This is an optimization exercise on Yosys and OpenROAD, whose aim is small area, a short achievable clock period and few clock cycles per item, not a production implementation. At most, simulation tests tie the RTL to the original design; equivalence was not proved.

==> flow/design.v (excerpt) <==
module nn_top (
    input  logic        clk,
    input  logic        rst_n,
    input  logic        in_valid_d,
    input  logic        in_valid_w1,
    input  logic        in_valid_w2,
    input  logic [15:0] data_point,
    input  logic [15:0] weight1,
    input  logic [15:0] weight2,
    output logic        out_valid,
    output logic [15:0] out
);
clock: 12.0 ns
lec_check: 0
abc_area: 0
abc_clock_period_in_ps: 4000
cap_margin: 20
core_margin: 2
core_utilization: 65
setup_slack_margin: 5
slew_margin: 20
run.sh (not shown) runs the stock make flow with config.mk's settings and CLKGATE_MAP_FILE= SYNTH_SCRIPT=/design/flow/synth_recipe.tcl, a recipe that flattens the netlist after the stock synthesis.
Edit:
Settings changed: CORE_UTILIZATION 65 to 40.
Cell area goes up slightly.
Clock-buffer cell count goes down by 5.
Global-route usage goes down by 14 points.
Fmax goes up by a few percent.
Worst hold slack is better by 0.020 ns.
Synthesized area stays the same.
Final cell count goes up by roughly a tenth.
Clock skew goes up by 0.032 ns.
Via count goes down by a few percent.
Edit:
==> flow/flow/run.sh (new file) <==
#!/bin/bash
set -euo pipefail
MARGIN=${MARGIN:-7}
TNS=${TNS:-10}
# The standard synthesis, unchanged
bash standard.sh synth > synth.log 2>&1
# The rest of the standard flow with the wider repair margin
sed -e "s/SETUP_SLACK_MARGIN=[-0-9.]*/SETUP_SLACK_MARGIN=$MARGIN TNS_END_PERCENT=$TNS/" standard.sh > layout.sh
grep -q "SETUP_SLACK_MARGIN=$MARGIN" layout.sh
bash layout.sh finish > layout.log 2>&1
==> flow/standard.sh (new file) <==
#!/bin/bash
# synth_recipe.tcl (not shown) runs the flow's synth.tcl, then flattens the netlist and writes it again
# the make line also repeats each setting of config.mk as NAME=value (left out here)
make -C /OpenROAD-flow-scripts/flow DESIGN_CONFIG=/design/flow/config.mk WORK_HOME=/design/flow/orfs CLKGATE_MAP_FILE= SYNTH_SCRIPT=/design/flow/synth_recipe.tcl "${@:-finish}"
removed: flow/run.sh
The new run ran to the end with no violations; clock-buffer cell count goes up by 1; routed wire length rises by a few percent; worst hold slack got worse by 0.019 ns; sequential cell count is unchanged; core utilization rose by 2.4 points; die area is unchanged; global-route usage rose by 0.42 points.
Edit:
--- a/flow/flow/run.sh
+++ b/flow/flow/run.sh
@@ -4 +4 @@
-TNS=${TNS:-10}
+TNS=${TNS:-100}
After rerunning:
- flip-flop and latch count stays the same
- die area does not change
- hold slack gains 0.017 ns
Edit:
--- a/flow/flow/run.sh
+++ b/flow/flow/run.sh
@@ -3 +3 @@
-MARGIN=${MARGIN:-7}
+MARGIN=${MARGIN:-8}
Outcome:
- non-clock buffer count grows by 125
- sequential cell count stays the same
- clock skew shrinks by 0.032 ns
No run of this note included a check of the RTL's function; only the layout flow was run.


Setup of main:
Another version of the RTL of nn_top (not shown whole).
For scale: ~3300 cells after synthesis, roughly 540 flip-flops, about 0.036 mm2 of cells after synthesis.
export LEC_CHECK = 0
export ABC_AREA = 0
export ABC_CLOCK_PERIOD_IN_PS = 4000
export CAP_MARGIN = 20
export CORE_MARGIN = 2
export CORE_UTILIZATION = 40
export CTS_BUF_LIST = sky130_fd_sc_hd__clkbuf_8
export SETUP_SLACK_MARGIN = 5
export SLEW_MARGIN = 20
create_clock -name core_clock -period 12.0 [get_ports {clk}]
standard.sh (not shown) runs the stock make flow with config.mk's settings and CLKGATE_MAP_FILE= SYNTH_SCRIPT=/design/flow/synth_recipe.tcl, a recipe that flattens the netlist after the stock synthesis.
==> flow/flow/run.sh <==
#!/bin/bash
set -euo pipefail
MARGIN=${MARGIN:-8.5}
TNS=${TNS:-100}
PORTBUF=${PORTBUF:-sky130_fd_sc_hd__buf_2}
# The standard synthesis, unchanged
bash standard.sh synth > synth.log 2>&1
# The rest of the standard flow with the wider repair margin
sed -e "s/SETUP_SLACK_MARGIN=[-0-9.]*/SETUP_SLACK_MARGIN=$MARGIN TNS_END_PERCENT=$TNS BUFFER_PORTS_ARGS='-buffer_cell $PORTBUF'/" standard.sh > layout.sh
grep -q "SETUP_SLACK_MARGIN=$MARGIN" layout.sh
bash layout.sh finish > layout.log 2>&1
main closes out successfully: all stages finished, all timing, DRC and antenna checks passed.
Testbench counts of main, summed over its fixed seeds: cycles 12,808, items 1,600.
Relative to main, the following input files were edited for the feature branch:
Settings: clearing CTS_BUF_LIST, which used to be sky130_fd_sc_hd__clkbuf_8.
==> flow/flow/run.sh <==
#!/bin/bash
set -euo pipefail
MARGIN=${MARGIN:-8.5}
TNS=${TNS:-100}
# The standard synthesis, unchanged
bash standard.sh synth > synth.log 2>&1
# The rest of the standard flow with the wider repair margin
sed -e "s/SETUP_SLACK_MARGIN=[-0-9.]*/SETUP_SLACK_MARGIN=$MARGIN TNS_END_PERCENT=$TNS/" standard.sh > layout.sh
grep -q "SETUP_SLACK_MARGIN=$MARGIN" layout.sh
bash layout.sh finish > layout.log 2>&1
==> notes.md <==
Compared with main, the feature branch shows a sequential share of cell area that is 0.28 points lower. Final area, the feature branch and main: larger value in the feature branch. Violation count after the first detailed-routing iteration: the feature branch > main. Summary — total number of cells along the worst setup path, the feature branch relative to main: higher, by 13. | post-route clock period utilization | lower: the feature branch |. [the feature branch vs main] minimum clock period after layout: lower in the feature branch. main vs the feature branch, worst setup path startpoint: forward_engine_i.out[12]$_DFF_PN0_ vs forward_engine_i.s2_first$_DFF_PN0_. Between the feature branch and main, the difference in clock-cell share of area is negligible. Number of nets in the layout for the feature branch: 31 down relative to main. Compared with main, placement density in the core of the feature branch is higher.


Another version of the RTL of nn_top (not shown whole).
Size in the first run: roughly 33000 um2 of cells after synthesis.
Settings: LEC_CHECK=0, ABC_AREA=0, ABC_CLOCK_PERIOD_IN_PS=3000, CAP_MARGIN=20, CORE_MARGIN=2, CORE_UTILIZATION=40, SETUP_SLACK_MARGIN=5, SLEW_MARGIN=20; clock period 12.0 ns.
run.sh (not shown) runs the stock make flow with config.mk's settings and CLKGATE_MAP_FILE= SYNTH_SCRIPT=/design/flow/synth_recipe.tcl, a recipe that flattens the netlist after the stock synthesis.
Stock flow here: none of the scripts above is used.
The first run ran to the end with no violations.
Next try:
==> flow/flow/run.sh (new file) <==
#!/bin/bash
set -euo pipefail
MARGIN=${MARGIN:-7}
TNS=${TNS:-100}
# The standard synthesis, unchanged
bash standard.sh synth > synth.log 2>&1
# The rest of the standard flow with the wider repair margin
sed -e "s/SETUP_SLACK_MARGIN=[-0-9.]*/SETUP_SLACK_MARGIN=$MARGIN TNS_END_PERCENT=$TNS/" standard.sh > layout.sh
grep -q "SETUP_SLACK_MARGIN=$MARGIN" layout.sh
bash layout.sh finish > layout.log 2>&1
==> flow/standard.sh (new file) <==
#!/bin/bash
# synth_recipe.tcl (not shown) runs the flow's synth.tcl, then flattens the netlist and writes it again
# the make line also repeats each setting of config.mk as NAME=value (left out here)
make -C /OpenROAD-flow-scripts/flow DESIGN_CONFIG=/design/flow/config.mk WORK_HOME=/design/flow/orfs CLKGATE_MAP_FILE= SYNTH_SCRIPT=/design/flow/synth_recipe.tcl "${@:-finish}"
Settings changed: ABC_CLOCK_PERIOD_IN_PS 3000 to 4000.
removed: flow/run.sh
The changed run completed with no timing, DRC or antenna violations.
Die area does not change.
Worst setup slack improved by 0.68 ns.
Hold slack got worse by 0.011 ns.
No functional check of the RTL was part of any run of this note.


Another version of the RTL of nn_top (not shown whole).
For scale: about 3100 cells after synthesis, ~540 flip-flops, ~70 I/O pins, roughly 36000 um2 of cells after synthesis.
## nn_top
module nn_top (
    input  logic        clk,
    input  logic        rst_n,
    input  logic        in_valid_d,
    input  logic        in_valid_w1,
    input  logic        in_valid_w2,
    input  logic [15:0] data_point,
    input  logic [15:0] weight1,
    input  logic [15:0] weight2,
    output logic        out_valid,
    output logic [15:0] out
);
    logic                                         x_valid;
    logic [STEP_BITS-1:0]                         x_step;
    logic [STEP_BITS-1:0]                         count;
    logic [HIDDEN-1:0][WORD_BITS-1:0]             w1_head;
    logic [HIDDEN-1:0]                            w1_ok;
    logic [HIDDEN-1:0][WORD_BITS-1:0]             w2;
    logic [HIDDEN-1:0]                            w2_ok;
    sample_loader sample_loader_i (
        .clk          (clk),
        .rst_n        (rst_n),
        .in_valid_d   (in_valid_d),
        .count        (count),
        .x_valid      (x_valid),
        .x_step       (x_step)
    );
    weight_loader weight_loader_i (
        .clk         (clk),
        .rst_n       (rst_n),
        .in_valid_d  (in_valid_d),
        .count       (count),
        .in_valid_w1 (in_valid_w1),
        .weight1     (weight1),
  ...
Settings: LEC_CHECK=0, ABC_AREA=0, ABC_CLOCK_PERIOD_IN_PS=2500, CAP_MARGIN=20, CORE_MARGIN=2, CORE_UTILIZATION=40, CTS_CLUSTER_DIAMETER=80, CTS_CLUSTER_SIZE=24, SETUP_SLACK_MARGIN=5, SLEW_MARGIN=20; clock period 12.0 ns.
standard.sh (not shown) runs the stock make flow with config.mk's settings and CLKGATE_MAP_FILE= SYNTH_SCRIPT=/design/flow/synth_recipe.tcl, a recipe that flattens the netlist after the stock synthesis.
==> flow/flow/run.sh <==
#!/bin/bash
set -euo pipefail
MARGIN=${MARGIN:-8.4}
TNS=${TNS:-20}
PORTBUF=${PORTBUF:-sky130_fd_sc_hd__buf_2}
MATCH=${MATCH:-0}
# The standard synthesis, unchanged
bash standard.sh synth > synth.log 2>&1
# The rest of the standard flow with the wider repair margin
sed -e "s/SETUP_SLACK_MARGIN=[-0-9.]*/SETUP_SLACK_MARGIN=$MARGIN TNS_END_PERCENT=$TNS BUFFER_PORTS_ARGS='-buffer_cell $PORTBUF' MATCH_CELL_FOOTPRINT=$MATCH/" standard.sh > layout.sh
grep -q "SETUP_SLACK_MARGIN=$MARGIN" layout.sh
bash layout.sh finish > layout.log 2>&1
The first run completed without violations.
Testbench counts at the start, summed over its fixed seeds: cycles 12,808, items 1,600.
Then changed:
Settings changed: ABC_CLOCK_PERIOD_IN_PS 2500 to 8000.
Outcome:
- die area does not change
- routed wire length stays the same
- worst setup slack stays the same
- global-route usage does not change
- first-iteration DRC count stays the same
- final area does not change
Then changed:
Settings changed: ABC_CLOCK_PERIOD_IN_PS 8000 to 4000, CTS_CLUSTER_DIAMETER 80 to 90, CTS_CLUSTER_SIZE 24 to 28.
Critical path depth rose by 5. Wire length hardly moves. Maximum frequency fell slightly. Core utilization is about the same. Die area stays the same.
Then changed:
Settings changed: CTS_CLUSTER_DIAMETER 90 to 80, CTS_CLUSTER_SIZE 28 to 24.
Die area stays the same.
Design area stays flat.
Cell count is about the same.
Register-to-register slack hardly moves.
Global-route usage is about the same.


Another version of the RTL of nn_top (not shown whole).
For scale: ~3100 cells after synthesis, about 540 flip-flops, about 70 I/O pins, roughly 35000 µm² of cells after synthesis.
==> flow/config.mk <==
export PLATFORM = sky130hd
export DESIGN_NAME = nn_top
export DESIGN_NICKNAME = nn_top
export VERILOG_FILES = /design/flow/design.v
export SDC_FILE = /design/flow/constraint.sdc
export NUM_CORES = 4
export LEC_CHECK = 0
export ABC_AREA = 0
export ABC_CLOCK_PERIOD_IN_PS = 4000
export CAP_MARGIN = 20
export CORE_MARGIN = 2
export CORE_UTILIZATION = 40
export CTS_CLUSTER_DIAMETER = 80
export CTS_CLUSTER_SIZE = 24
export SETUP_SLACK_MARGIN = 5
export SLEW_MARGIN = 20
==> flow/constraint.sdc <==
create_clock -name core_clock -period 12.0 [get_ports {clk}]
set_input_delay 2.4000 -clock core_clock [delete_from_list [all_inputs] [get_ports {clk}]]
set_output_delay 2.4000 -clock core_clock [all_outputs]
set_load 0.01 [all_outputs]
==> flow/flow/run.sh <==
#!/bin/bash
set -euo pipefail
MARGIN=${MARGIN:-8.8}
TNS=${TNS:-100}
PORTBUF=${PORTBUF:-sky130_fd_sc_hd__buf_2}
# The standard synthesis, unchanged
bash standard.sh synth > synth.log 2>&1
# The rest of the standard flow with the wider repair margin
sed -e "s/SETUP_SLACK_MARGIN=[-0-9.]*/SETUP_SLACK_MARGIN=$MARGIN TNS_END_PERCENT=$TNS BUFFER_PORTS_ARGS='-buffer_cell $PORTBUF'/" standard.sh > layout.sh
grep -q "SETUP_SLACK_MARGIN=$MARGIN" layout.sh
bash layout.sh finish > layout.log 2>&1
The first run produced a clean layout.
Testbench counts at the start, summed over its fixed seeds: cycles 12,808, items 1,600.
Next try:
==> flow/flow/run.sh (replaced) <==
#!/bin/bash
set -euo pipefail
MARGIN=${MARGIN:-8.4}
TNS=${TNS:-20}
PORTBUF=${PORTBUF:-sky130_fd_sc_hd__buf_2}
MATCH=${MATCH:-0}
# The standard synthesis, unchanged
bash standard.sh synth > synth.log 2>&1
# The rest of the standard flow with the wider repair margin
sed -e "s/SETUP_SLACK_MARGIN=[-0-9.]*/SETUP_SLACK_MARGIN=$MARGIN TNS_END_PERCENT=$TNS BUFFER_PORTS_ARGS='-buffer_cell $PORTBUF' MATCH_CELL_FOOTPRINT=$MATCH/" standard.sh > layout.sh
grep -q "SETUP_SLACK_MARGIN=$MARGIN" layout.sh
bash layout.sh finish > layout.log 2>&1
=> The new run finished with timing, DRC and antenna clean; final area came out lower slightly; routed wire length shrinks by a few percent; global-route usage drops by 0.31 points; die area is unchanged; worst setup slack barely changes; register-to-register slack stays flat; count of clock-buffer cells in the layout came out higher by 1; core utilization decreases by 0.85 points; synthesized cell count stays the same.
Next try:
==> flow/flow/run.sh (replaced) <==
#!/bin/bash
set -euo pipefail
MARGIN=${MARGIN:-8.4}
TNS=${TNS:-20}
PORTBUF=${PORTBUF:-sky130_fd_sc_hd__buf_2}
# The standard synthesis, unchanged
bash standard.sh synth > synth.log 2>&1
# The rest of the standard flow with the wider repair margin
sed -e "s/SETUP_SLACK_MARGIN=[-0-9.]*/SETUP_SLACK_MARGIN=$MARGIN TNS_END_PERCENT=$TNS BUFFER_PORTS_ARGS='-buffer_cell $PORTBUF'/" standard.sh > layout.sh
grep -q "SETUP_SLACK_MARGIN=$MARGIN" layout.sh
bash layout.sh finish > layout.log 2>&1
CORE_UTILIZATION = 55   (was 40)
PLACE_DENSITY = 0.7   (was default)
After rerunning:
- worst hold slack loses 0.019 ns
- routed wire length decreases slightly


lane 1:
Starting RTL as in the previous note.
export LEC_CHECK = 0
export ABC_AREA = 1
export CAP_MARGIN = 20
export CORE_MARGIN = 2
export CORE_UTILIZATION = 40
export CTS_CLUSTER_DIAMETER = 80
export CTS_CLUSTER_SIZE = 24
export SETUP_SLACK_MARGIN = 5
export SLEW_MARGIN = 20
create_clock -name core_clock -period 12.0 [get_ports {clk}]
==> flow/flow/run.sh <==
#!/bin/bash
set -euo pipefail
MARGIN=${MARGIN:-8.4}
TNS=${TNS:-20}
PORTBUF=${PORTBUF:-sky130_fd_sc_hd__buf_2}
# The standard synthesis, unchanged
bash standard.sh synth > synth.log 2>&1
# The rest of the standard flow with the wider repair margin
sed -e "s/SETUP_SLACK_MARGIN=[-0-9.]*/SETUP_SLACK_MARGIN=$MARGIN TNS_END_PERCENT=$TNS BUFFER_PORTS_ARGS='-buffer_cell $PORTBUF'/" standard.sh > layout.sh
grep -q "SETUP_SLACK_MARGIN=$MARGIN" layout.sh
bash layout.sh finish > layout.log 2>&1
Lane 1 finished all stages; the layout is clean.
Testbench counts of lane 1, summed over its fixed seeds: cycles 12,808, items 1,600.
Relative to lane 1, the following input files were edited for lane 2:
- ABC_AREA now 0, was 1
- ABC_CLOCK_PERIOD_IN_PS now 4000, previously not set
-- flow/flow/run.sh --
<<< lane 1, line 1
#!/bin/bash
set -euo pipefail
MARGIN=${MARGIN:-8.4}
TNS=${TNS:-20}
PORTBUF=${PORTBUF:-sky130_fd_sc_hd__buf_2}
# The standard synthesis, unchanged
>>> lane 2, line 1
#!/bin/bash
set -euo pipefail
MARGIN=${MARGIN:-8.6}
TNS=${TNS:-100}
PORTBUF=${PORTBUF:-sky130_fd_sc_hd__buf_2}
# The standard synthesis, unchanged
[summary]
- Lane 1 vs lane 2, critical path start-end classification: in2reg vs reg2reg
- Layout-stage area growth over the synthesis result, lane 1 and lane 2: higher on lane 2
- Sort lane 1 and lane 2 by total of fill cells in the finished design desc -> top: lane 1
- The run showing the greater post-route cell area is lane 1.
Edits applied to the flow inputs when going from lane 2 to lane 3:
- a deleted CTS_CLUSTER_DIAMETER that had been 80
- a deleted CTS_CLUSTER_SIZE that had been 24
-- flow/flow/run.sh --
<<< lane 2, line 1
#!/bin/bash
set -euo pipefail
MARGIN=${MARGIN:-8.6}
TNS=${TNS:-100}
PORTBUF=${PORTBUF:-sky130_fd_sc_hd__buf_2}
>>> lane 3, line 1
#!/bin/bash
set -euo pipefail
MARGIN=${MARGIN:-8.5}
TNS=${TNS:-100}
PORTBUF=${PORTBUF:-sky130_fd_sc_hd__buf_2}
Notes after the runs:
When lane 3 is set beside lane 2, its number of fillers in the final layout turns out to be 1.1% smaller.
The via count reported for lane 3 is higher than the one for lane 2.
Both conditions hold for lane 3: the flow ran to the end and the final layout passed the timing, DRC and antenna checks.
Relative to lane 2, clock tree buffer count of the final layout has gone up in lane 3.
Detailed placement HPWL: lane 2 and lane 3 compared, lower one is lane 3
From lane 3 to lane 2, die boundary width did not move at all.
Setup changes, lane 3 to lane 4
-- flow/flow/run.sh --
<<< lane 3, line 2
set -euo pipefail
MARGIN=${MARGIN:-8.5}
TNS=${TNS:-100}
PORTBUF=${PORTBUF:-sky130_fd_sc_hd__buf_2}
# The standard synthesis, unchanged
>>> lane 4, line 2
set -euo pipefail
MARGIN=${MARGIN:-8.5}
TNS=${TNS:-20}
PORTBUF=${PORTBUF:-sky130_fd_sc_hd__buf_2}
# The standard synthesis, unchanged
[summary]
Lane 3 → lane 4: share of synthesized flip-flops with an asynchronous set or reset stayed essentially flat; worst hold margin fell by 18 ps; worst setup slack rose by 87 ps; total instance count after detailed placement stayed essentially flat. ~same mean instance size in the synthesized netlist in lane 3 and lane 4. Lane 3 vs lane 4, critical path launch point: forward_engine_i.row_s[39] vs forward_engine_i.row_s[7].
### lane 4 -> lane 5
- putting CTS_CLUSTER_DIAMETER at 100 where nothing was set
- putting CTS_CLUSTER_SIZE at 30 where nothing was set
[summary]
- Per the final summary, lane 5 finished and its layout is clean on timing, DRC and antenna.
- Compared with lane 4, lane 5 shows a lower worst setup slack.
- The final cell count in lane 5 was lower than what lane 4 gave.
- From lane 5 to lane 4, height of the die did not move at all.
- Actual slew at the worst max-slew pin, lane 5 and lane 4, higher one = lane 5.

[separate check: timing with driven ports]
The flow's constraints put no driver on any port. The routed layouts listed below were extracted and timed again, unchanged, in two steps.
Step 1 sets driving cells, clkbuf_16 on the clock port and buf_2 on the other inputs (assumed; they add their load-dependent delay and slew).
Step 2 also shifts input and output timing later by t, the mid clock arrival at the registers, as if the neighbouring blocks saw the same clock.
Three values: ideal, step 1, step 2; two values: the first two.
run	t (ns)	setup WS [ns]	hold slack, ns	latest minus earliest clock arrival (ns)	pins driven straight from the clock port
the first run of note 1	0.667	5.714 / 5.714 / 5.714	0.393 / 0.393 / 0.393	0.036 / 0.036	1
the second run of note 1	0.651	5.843 / 5.843 / 5.843	0.413 / 0.413 / 0.413	0.073 / 0.073	1
the third run of note 1	0.669	7.056 / 7.056 / 6.641	0.394 / 0.394 / 0.394	0.060 / 0.060	1
the fourth run of note 1	0.662	7.011 / 7.011 / 6.907	0.411 / 0.411 / 0.411	0.057 / 0.058	1
the fifth run of note 1	0.680	7.132 / 7.132 / 7.132	0.408 / 0.408 / 0.408	0.030 / 0.030	1
main	0.792	8.351 / 8.285 / 7.790	0.373 / 0.373 / 0.373	0.036 / 0.036	1
the feature branch	0.697	8.434 / 8.376 / 7.716	0.348 / 0.348 / 0.348	0.075 / 0.075	1
the first run of note 3	0.641	6.158 / 6.158 / 6.158	0.416 / 0.416 / 0.416	0.042 / 0.041	1
the second run of note 3	0.659	6.837 / 6.837 / 6.837	0.405 / 0.405 / 0.405	0.049 / 0.049	1
the first run of note 4	0.688	8.433 / 8.414 / 7.857	0.352 / 0.352 / 0.352	0.037 / 0.037	1
the second run of note 4	0.688	8.433 / 8.414 / 7.857	0.352 / 0.352 / 0.352	0.037 / 0.037	1
the third run of note 4	0.677	8.419 / 8.411 / 7.870	0.358 / 0.358 / 0.358	0.056 / 0.057	1
the fourth run of note 4	0.688	8.433 / 8.414 / 7.857	0.352 / 0.352 / 0.352	0.037 / 0.037	1
the first run of note 5	0.703	8.406 / 8.394 / 8.095	0.358 / 0.358 / 0.358	0.032 / 0.032	1
the second run of note 5	0.698	8.406 / 8.383 / 7.850	0.376 / 0.376 / 0.376	0.025 / 0.025	1
the third run of note 5	0.684	8.334 / 8.334 / 7.734	0.357 / 0.357 / 0.357	0.049 / 0.049	1
lane 1	0.659	8.367 / 8.405 / 7.745	0.357 / 0.357 / 0.357	0.045 / 0.045	1
lane 2	0.693	8.443 / 8.392 / 8.028	0.357 / 0.357 / 0.357	0.032 / 0.032	1
lane 3	0.680	8.365 / 8.365 / 7.851	0.368 / 0.368 / 0.368	0.042 / 0.043	1
lane 4	0.691	8.452 / 8.417 / 7.835	0.350 / 0.350 / 0.350	0.033 / 0.032	1
lane 5	0.664	8.406 / 8.406 / 8.003	0.359 / 0.359 / 0.359	0.047 / 0.047	1
After both steps setup and hold are still met in every run listed. The setup slack of the feature branch, which loses most, moves by -0.058 ns with the drivers and by -0.718 ns with both steps.
